Context: an optimization exercise on an open-source flow, tuned for small area. The choices shown serve that exercise and are no tape-out recipe. In this exercise RTL edits were held to simulation tests only and were not proved equivalent to the original. Power figures rest on the tool's default switching activity, not on a simulated workload.

==> run R <==
==> flow/design.v <==
`default_nettype none
module trace_hold_reg #(
   parameter int W = 8
)(
   input  wire          usb_clk,
   input  wire          ld,
   input  wire          nld,
   input  wire [W-1:0]  d,
   output logic [W-1:0] q
);
   always_ff @(posedge usb_clk) begin
      q <= (q & {W{nld}}) | (d & {W{ld}});
   end
endmodule
`default_nettype wire
`default_nettype none
module trace_rd_aoi3 (
   input  wire [2:0] a,
   input  wire [2:0] s,
   output wire       y_n
);
   assign y_n = ~((a[0] & s[0]) | (a[1] & s[1]) | (a[2] & s[2]));
endmodule
`default_nettype wire
`default_nettype none
module trace_reg_top (
   input  wire         usb_clk,
   input  wire         reset_i,
   input  wire [7:0]   reg_address,
   input  wire [6:0]   reg_bytecnt,
   input  wire [7:0]   write_data,
   input  wire         reg_read,
   input  wire         reg_write,
   input  wire         reg_addrvalid,
   output wire [7:0]   read_data,
   output wire         selected,
   output wire [7:0]   pattern_enable,
   output wire [7:0]   pattern_trig_enable,
   output wire [2:0]   trace_width,
   output wire         capture_raw,
   output wire         record_syncs,
   output wire [511:0] trace_patterns,
   output wire [511:0] trace_masks,
   output wire         reset_sync,
   input  wire [63:0]  trace_counts,
   input  wire         synchronized
);
   wire [5:0] off  = reg_address[5:0];
   wire [2:0] lane = reg_bytecnt[2:0];
   assign selected = reg_addrvalid && (reg_address[7:6] == 2'd2);
   wire wr = selected && reg_write;
   wire rd = selected && reg_read;
   wire [7:0]  lane_oh;
   wire [63:0] off_oh;
   genvar gi;
   generate
      for (gi = 0; gi < 8; gi++) begin : g_lane
         assign lane_oh[gi] = (lane == gi);
      end
      for (gi = 0; gi < 64; gi++) begin : g_off
         assign off_oh[gi] = (off == gi);
      end
   endgenerate
   wire [7:0] pat_d  = write_data & {8{~reset_i}};
   wire [7:0] mask_d = write_data | {8{reset_i}};
   wire [1023:0] rule_q;
   wire [127:0]  rule_sel;    
   generate
      for (gi = 0; gi < 128; gi++) begin : g_byte
         wire ld;
         assign rule_sel[gi] = off_oh[16 + gi/8] & lane_oh[gi%8];
         assign ld = reset_i | (wr & rule_sel[gi]);
         for (genvar k = 0; k < 8; k = k + 4) begin : g_part
            trace_hold_reg #(.W(4)) i_part (
               .usb_clk (usb_clk),
               .ld      (ld),
               .nld     (~ld),
               .d       ((gi < 64) ? pat_d[k +: 4] : mask_d[k +: 4]),
               .q       (rule_q[8*gi + k +: 4])
            );
         end
      end
   endgenerate
   assign trace_patterns = rule_q[511:0];
   assign trace_masks    = rule_q[1023:512];
   wire [7:0] pen_q, ptrig_q;
   wire [2:0] width_q;
   wire       raw_q, syncs_q;
   wire ld_pen   = reset_i | (wr & off_oh[2]);
   wire ld_ptrig = reset_i | (wr & off_oh[3]);
   wire ld_width = reset_i | (wr & off_oh[4]);
   wire ld_raw   = reset_i | (wr & off_oh[5]);
   wire ld_syncs = reset_i | (wr & off_oh[6]);
   trace_hold_reg #(.W(8)) i_pen (
      .usb_clk (usb_clk), .ld (ld_pen), .nld (~ld_pen), .d (pat_d), .q (pen_q));
   trace_hold_reg #(.W(8)) i_ptrig (
      .usb_clk (usb_clk), .ld (ld_ptrig), .nld (~ld_ptrig), .d (pat_d), .q (ptrig_q));
   trace_hold_reg #(.W(3)) i_width (
      .usb_clk (usb_clk), .ld (ld_width), .nld (~ld_width),
      .d ({mask_d[2], pat_d[1:0]}), .q (width_q));    
   trace_hold_reg #(.W(1)) i_raw (
      .usb_clk (usb_clk), .ld (ld_raw), .nld (~ld_raw), .d (mask_d[0]), .q (raw_q));
   trace_hold_reg #(.W(1)) i_syncs (
      .usb_clk (usb_clk), .ld (ld_syncs), .nld (~ld_syncs), .d (pat_d[0]), .q (syncs_q));
   assign pattern_enable      = pen_q;
   assign pattern_trig_enable = ptrig_q;
   assign trace_width         = width_q;
   assign capture_raw         = raw_q;
   assign record_syncs        = syncs_q;
   reg rs_q, rs_qq;
   always_ff @(posedge usb_clk) begin
      if (reset_i) begin
         rs_q  <= 1'b0;
         rs_qq <= 1'b0;
      end
      else begin
         rs_q  <= wr & off_oh[7];
         rs_qq <= rs_q;
      end
   end
   assign reset_sync = rs_q & ~rs_qq;
   localparam [63:0] NAME = 64'h6563_6172_546d_7241;
   wire [7:0] name_byte  = NAME[8*lane +: 8];
   wire [7:0] count_byte = trace_counts[8*(3'd7 - lane) +: 8];
   wire [7:0] misc_byte =
        ({8{off_oh[0]}} & name_byte)
      | {7'd0, off_oh[1]}
      | ({8{off_oh[2]}} & pen_q)
      | ({8{off_oh[3]}} & ptrig_q)
      | {5'd0, {3{off_oh[4]}} & width_q}
      | {7'd0, off_oh[5] & raw_q}
      | {7'd0, off_oh[6] & syncs_q}
      | {7'd0, off_oh[8] & synchronized}
      | ({8{off_oh[9]}} & count_byte);
   wire [7:0] rd_comb;
   generate
      for (gi = 0; gi < 8; gi++) begin : g_rbit
         wire [128:0] a;
         wire [128:0] s;
         wire [42:0]  y_n;
         for (genvar b = 0; b < 128; b++) begin : g_in
            assign a[b] = rule_q[8*b + gi];
            assign s[b] = rule_sel[b];
         end
         assign a[128] = misc_byte[gi];
         assign s[128] = 1'b1;
         for (genvar k = 0; k < 43; k++) begin : g_slice
            trace_rd_aoi3 i_aoi (.a (a[3*k +: 3]), .s (s[3*k +: 3]), .y_n (y_n[k]));
         end
         assign rd_comb[gi] = rd & ~(&y_n);
      end
   endgenerate
   reg [7:0] rdata_q;
   always_ff @(posedge usb_clk) rdata_q <= rd_comb;
   assign read_data = rdata_q;
endmodule
`default_nettype wire
==> flow/flow/run.sh <==
#!/bin/bash
# Standard ORFS layout (standard synthesis unchanged), with the port buffers made of
# the smallest buffer cell and no dummy loads in the clock tree.
# Full tool output goes to flow.log here; ORFS's own per-step logs stay under orfs/logs.
set -euo pipefail
bash standard.sh \
  "BUFFER_PORTS_ARGS=-buffer_cell sky130_fd_sc_hd__buf_1" \
  "CTS_ARGS=-sink_clustering_enable -repair_clock_nets -dont_use_dummy_load" \
  finish > flow.log 2>&1
==> flow/standard.sh <==
#!/bin/bash
# synth_recipe.tcl (not shown) runs the flow's synth.tcl, then flattens the netlist and writes it again
# the make line also repeats each setting of config.mk as NAME=value (left out here)
make -C /OpenROAD-flow-scripts/flow DESIGN_CONFIG=/design/flow/config.mk WORK_HOME=/design/flow/orfs CLKGATE_MAP_FILE= SYNTH_SCRIPT=/design/flow/synth_recipe.tcl "${@:-finish}"
==> flow/config.mk <==
export PLATFORM = sky130hd
export DESIGN_NAME = trace_reg_top
export DESIGN_NICKNAME = trace_reg_top
export VERILOG_FILES = /design/flow/design.v
export SDC_FILE = /design/flow/constraint.sdc
export NUM_CORES = 4
export LEC_CHECK = 0
export CAP_MARGIN = 20
export CORE_MARGIN = 2
export CORE_UTILIZATION = 40
export SLEW_MARGIN = 20
export SYNTH_HIERARCHICAL = 1
export SYNTH_MINIMUM_KEEP_SIZE = 0
==> flow/constraint.sdc <==
create_clock -name core_clock -period 10.0 [get_ports {usb_clk}]
set_input_delay 2.0000 -clock core_clock [delete_from_list [all_inputs] [get_ports {usb_clk}]]
set_output_delay 2.0000 -clock core_clock [all_outputs]
set_load 0.01 [all_outputs]
==> run A (differences from run R) <==
--- a/flow/design.v
+++ b/flow/design.v
@@ -22,2 +22,10 @@
    assign y_n = ~((a[0] & s[0]) | (a[1] & s[1]) | (a[2] & s[2]));
+endmodule
+`default_nettype wire
+`default_nettype none
+module trace_inv (
+   input  wire a,
+   output wire y
+);
+   assign y = ~a;
 endmodule
@@ -67,2 +75,7 @@
    wire [127:0]  rule_sel;    
+   wire [15:0]   reg_wr;      
+   wire [15:0]   reg_ld;      
+   wire [7:0]    lane_ld;     
+   assign reg_ld  = reg_wr | {16{reset_i}};
+   assign lane_ld = lane_oh | {8{reset_i}};
    generate
@@ -70,4 +83,9 @@
          wire ld;
+         wire nld;
+         if (gi % 8 == 0) begin : g_reg
+            assign reg_wr[gi/8] = wr & off_oh[16 + gi/8];
+         end
          assign rule_sel[gi] = off_oh[16 + gi/8] & lane_oh[gi%8];
-         assign ld = reset_i | (wr & rule_sel[gi]);
+         assign nld = ~(reg_ld[gi/8] & lane_ld[gi%8]);
+         trace_inv i_ld (.a (nld), .y (ld));
          for (genvar k = 0; k < 8; k = k + 4) begin : g_part
@@ -76,3 +94,3 @@
                .ld      (ld),
-               .nld     (~ld),
+               .nld     (nld),
                .d       ((gi < 64) ? pat_d[k +: 4] : mask_d[k +: 4]),
@@ -93,6 +111,10 @@
    wire ld_syncs = reset_i | (wr & off_oh[6]);
-   trace_hold_reg #(.W(8)) i_pen (
-      .usb_clk (usb_clk), .ld (ld_pen), .nld (~ld_pen), .d (pat_d), .q (pen_q));
-   trace_hold_reg #(.W(8)) i_ptrig (
-      .usb_clk (usb_clk), .ld (ld_ptrig), .nld (~ld_ptrig), .d (pat_d), .q (ptrig_q));
+   trace_hold_reg #(.W(4)) i_pen_lo (
+      .usb_clk (usb_clk), .ld (ld_pen), .nld (~ld_pen), .d (pat_d[3:0]), .q (pen_q[3:0]));
+   trace_hold_reg #(.W(4)) i_pen_hi (
+      .usb_clk (usb_clk), .ld (ld_pen), .nld (~ld_pen), .d (pat_d[7:4]), .q (pen_q[7:4]));
+   trace_hold_reg #(.W(4)) i_ptrig_lo (
+      .usb_clk (usb_clk), .ld (ld_ptrig), .nld (~ld_ptrig), .d (pat_d[3:0]), .q (ptrig_q[3:0]));
+   trace_hold_reg #(.W(4)) i_ptrig_hi (
+      .usb_clk (usb_clk), .ld (ld_ptrig), .nld (~ld_ptrig), .d (pat_d[7:4]), .q (ptrig_q[7:4]));
    trace_hold_reg #(.W(3)) i_width (
@@ -123,6 +145,4 @@
    wire [7:0] name_byte  = NAME[8*lane +: 8];
-   wire [7:0] count_byte = trace_counts[8*(3'd7 - lane) +: 8];
    wire [7:0] misc_byte =
-        ({8{off_oh[0]}} & name_byte)
-      | {7'd0, off_oh[1]}
+        {7'd0, off_oh[1]}
       | ({8{off_oh[2]}} & pen_q)
@@ -132,4 +152,9 @@
       | {7'd0, off_oh[6] & syncs_q}
-      | {7'd0, off_oh[8] & synchronized}
-      | ({8{off_oh[9]}} & count_byte);
+      | {7'd0, off_oh[8] & synchronized};
+   wire [7:0] count_sel;
+   generate
+      for (gi = 0; gi < 8; gi++) begin : g_csel
+         assign count_sel[gi] = off_oh[9] & lane_oh[gi];
+      end
+   endgenerate
    wire [7:0] rd_comb;
@@ -137,5 +162,5 @@
       for (gi = 0; gi < 8; gi++) begin : g_rbit
-         wire [128:0] a;
-         wire [128:0] s;
-         wire [42:0]  y_n;
+         wire [137:0] a;
+         wire [137:0] s;
+         wire [45:0]  y_n;
          for (genvar b = 0; b < 128; b++) begin : g_in
@@ -144,5 +169,11 @@
          end
-         assign a[128] = misc_byte[gi];
-         assign s[128] = 1'b1;
-         for (genvar k = 0; k < 43; k++) begin : g_slice
+         for (genvar l = 0; l < 8; l++) begin : g_cnt
+            assign a[128 + l] = trace_counts[8*(7 - l) + gi];
+            assign s[128 + l] = count_sel[l];
+         end
+         assign a[136] = name_byte[gi];
+         assign s[136] = off_oh[0];
+         assign a[137] = misc_byte[gi];
+         assign s[137] = rd;    
+         for (genvar k = 0; k < 46; k++) begin : g_slice
             trace_rd_aoi3 i_aoi (.a (a[3*k +: 3]), .s (s[3*k +: 3]), .y_n (y_n[k]));
==> flow/flow/run.sh (replaced) <==
#!/bin/bash
# Standard ORFS layout (standard synthesis unchanged), with:
#  - IO pins allowed on every routing track, so a smaller die still holds all 1148 ports,
#  - port buffers made of the smallest buffer cell (every port still gets one),
#  - combinational cells set to their smallest drive strength before placement
#    (flow/downsize.tcl; placement's repair_design sizes up what needs it),
#  - a clock tree with larger sink clusters and no dummy loads.
# Full tool output goes to flow.log here; ORFS's own per-step logs stay under orfs/logs.
set -euo pipefail
bash standard.sh \
  "PLACE_PINS_ARGS=-min_distance 1 -min_distance_in_tracks" \
  "BUFFER_PORTS_ARGS=-buffer_cell sky130_fd_sc_hd__buf_1" \
  "PRE_GLOBAL_PLACE_TCL=$PWD/flow/downsize.tcl" \
  "CTS_ARGS=-sink_clustering_enable -repair_clock_nets -dont_use_dummy_load -sink_clustering_size 25 -sink_clustering_max_diameter 100" \
  finish > flow.log 2>&1
==> flow/flow/downsize.tcl (new file) <==
# Before global placement: put every combinational cell in the smallest-area cell of its
# family (same function, other drive strength). Registers, buffers and tie cells are left
# alone. Placement's repair_design then sizes up whatever needs it.
set n_swapped 0
set area_before [rsz::design_area]
foreach inst [get_cells *] {
  set master [get_property $inst ref_name]
  if {![regexp {^(sky130_fd_sc_hd__[a-z0-9]+)_([0-9]+)$} $master -> family strength]} { continue }
  if {[regexp {__(df|edf|sdf|dl|buf|clkbuf|conb|tap|fill|decap|clkdly|dlygate|diode)} $master]} { continue }
  set best $master
  set best_area [get_property [get_lib_cells */$master] area]
  foreach lc [get_lib_cells */${family}_*] {
    set name [get_property $lc name]
    if {![regexp "^${family}_\[0-9\]+\$" $name]} { continue }
    if {[get_property $lc dont_use]} { continue }
    set a [get_property $lc area]
    if {$a < $best_area} { set best $name; set best_area $a }
  }
  if {$best ne $master} {
    replace_cell $inst [get_lib_cells */$best]
    incr n_swapped
  }
}
puts "downsize: swapped $n_swapped cells, area [expr $area_before*1e12] -> [expr [rsz::design_area]*1e12]"
- CORE_AREA: unset -> 4 4 296 296
- CORE_MARGIN: 2 -> unset
- CORE_UTILIZATION: 40 -> unset
- DIE_AREA: unset -> 0 0 300 300
==> run F (differences from run R) <==
--- a/flow/design.v
+++ b/flow/design.v
@@ -22,2 +22,10 @@
    assign y_n = ~((a[0] & s[0]) | (a[1] & s[1]) | (a[2] & s[2]));
+endmodule
+`default_nettype wire
+`default_nettype none
+module trace_inv (
+   input  wire a,
+   output wire y
+);
+   assign y = ~a;
 endmodule
@@ -67,2 +75,3 @@
    wire [127:0]  rule_sel;    
+   wire [15:0]   reg_wr;      
    generate
@@ -70,4 +79,9 @@
          wire ld;
+         wire nld;
+         if (gi % 8 == 0) begin : g_reg
+            assign reg_wr[gi/8] = wr & off_oh[16 + gi/8];
+         end
          assign rule_sel[gi] = off_oh[16 + gi/8] & lane_oh[gi%8];
-         assign ld = reset_i | (wr & rule_sel[gi]);
+         assign nld = ~(reset_i | (reg_wr[gi/8] & lane_oh[gi%8]));
+         trace_inv i_ld (.a (nld), .y (ld));
          for (genvar k = 0; k < 8; k = k + 4) begin : g_part
@@ -76,3 +90,3 @@
                .ld      (ld),
-               .nld     (~ld),
+               .nld     (nld),
                .d       ((gi < 64) ? pat_d[k +: 4] : mask_d[k +: 4]),
==> flow/flow/run.sh (replaced) <==
#!/bin/bash
# Standard ORFS layout (standard synthesis unchanged), with the port buffers made of
# the smallest buffer cell, and a clock tree with larger sink clusters and no dummy loads.
# Full tool output goes to flow.log here; ORFS's own per-step logs stay under orfs/logs.
set -euo pipefail
bash standard.sh \
  "BUFFER_PORTS_ARGS=-buffer_cell sky130_fd_sc_hd__buf_1" \
  "CTS_ARGS=-sink_clustering_enable -repair_clock_nets -dont_use_dummy_load -sink_clustering_size 25 -sink_clustering_max_diameter 80" \
  finish > flow.log 2>&1
- CORE_AREA: unset -> 4 4 396 396
- CORE_MARGIN: 2 -> unset
- CORE_UTILIZATION: 40 -> unset
- DIE_AREA: unset -> 0 0 400 400
==> summary of the runs <==
Run R died in 3_2_place_iop (PPL-0024). Run F completed without violations. Run A finished clean. Against run F, the wire length of run A is lower by 14%. Between run A and run F, the lower sequential power is in run F (gap about 7%, measured against run F). Clock power: run A is smaller than run F (about 16%). Worst hold slack: run A is lower than run F (8.9 ps).

## port drivers added, routing unchanged
Ports are ideal in the flow. The routed layouts listed here were re-timed in OpenROAD.
Step 1 (the two cells are an assumption about what drives the block):
set clk [get_ports {usb_clk}]
set_driving_cell -lib_cell sky130_fd_sc_hd__clkbuf_16 $clk
set_driving_cell -lib_cell sky130_fd_sc_hd__buf_2 [delete_from_list [all_inputs] $clk]
Step 2, shift: input delay + t, output delay - t, t = (earliest + latest rising clock arrival at the registers) / 2. This alone moves slack from input paths to output paths.
Slacks: ideal ports / drivers / drivers and shift; pairs: ideal ports / drivers.
run	t, ns	slack for setup (ns)	pins driven straight from the clock port
run A	0.684	4.517 / 4.454 / 3.770	1
run F	0.711	3.794 / 3.846 / 3.135	1
After both steps setup and hold are still met in every run listed. The setup slack of run A, which loses most, moves by -0.063 ns with the drivers and by -0.747 ns with both steps.
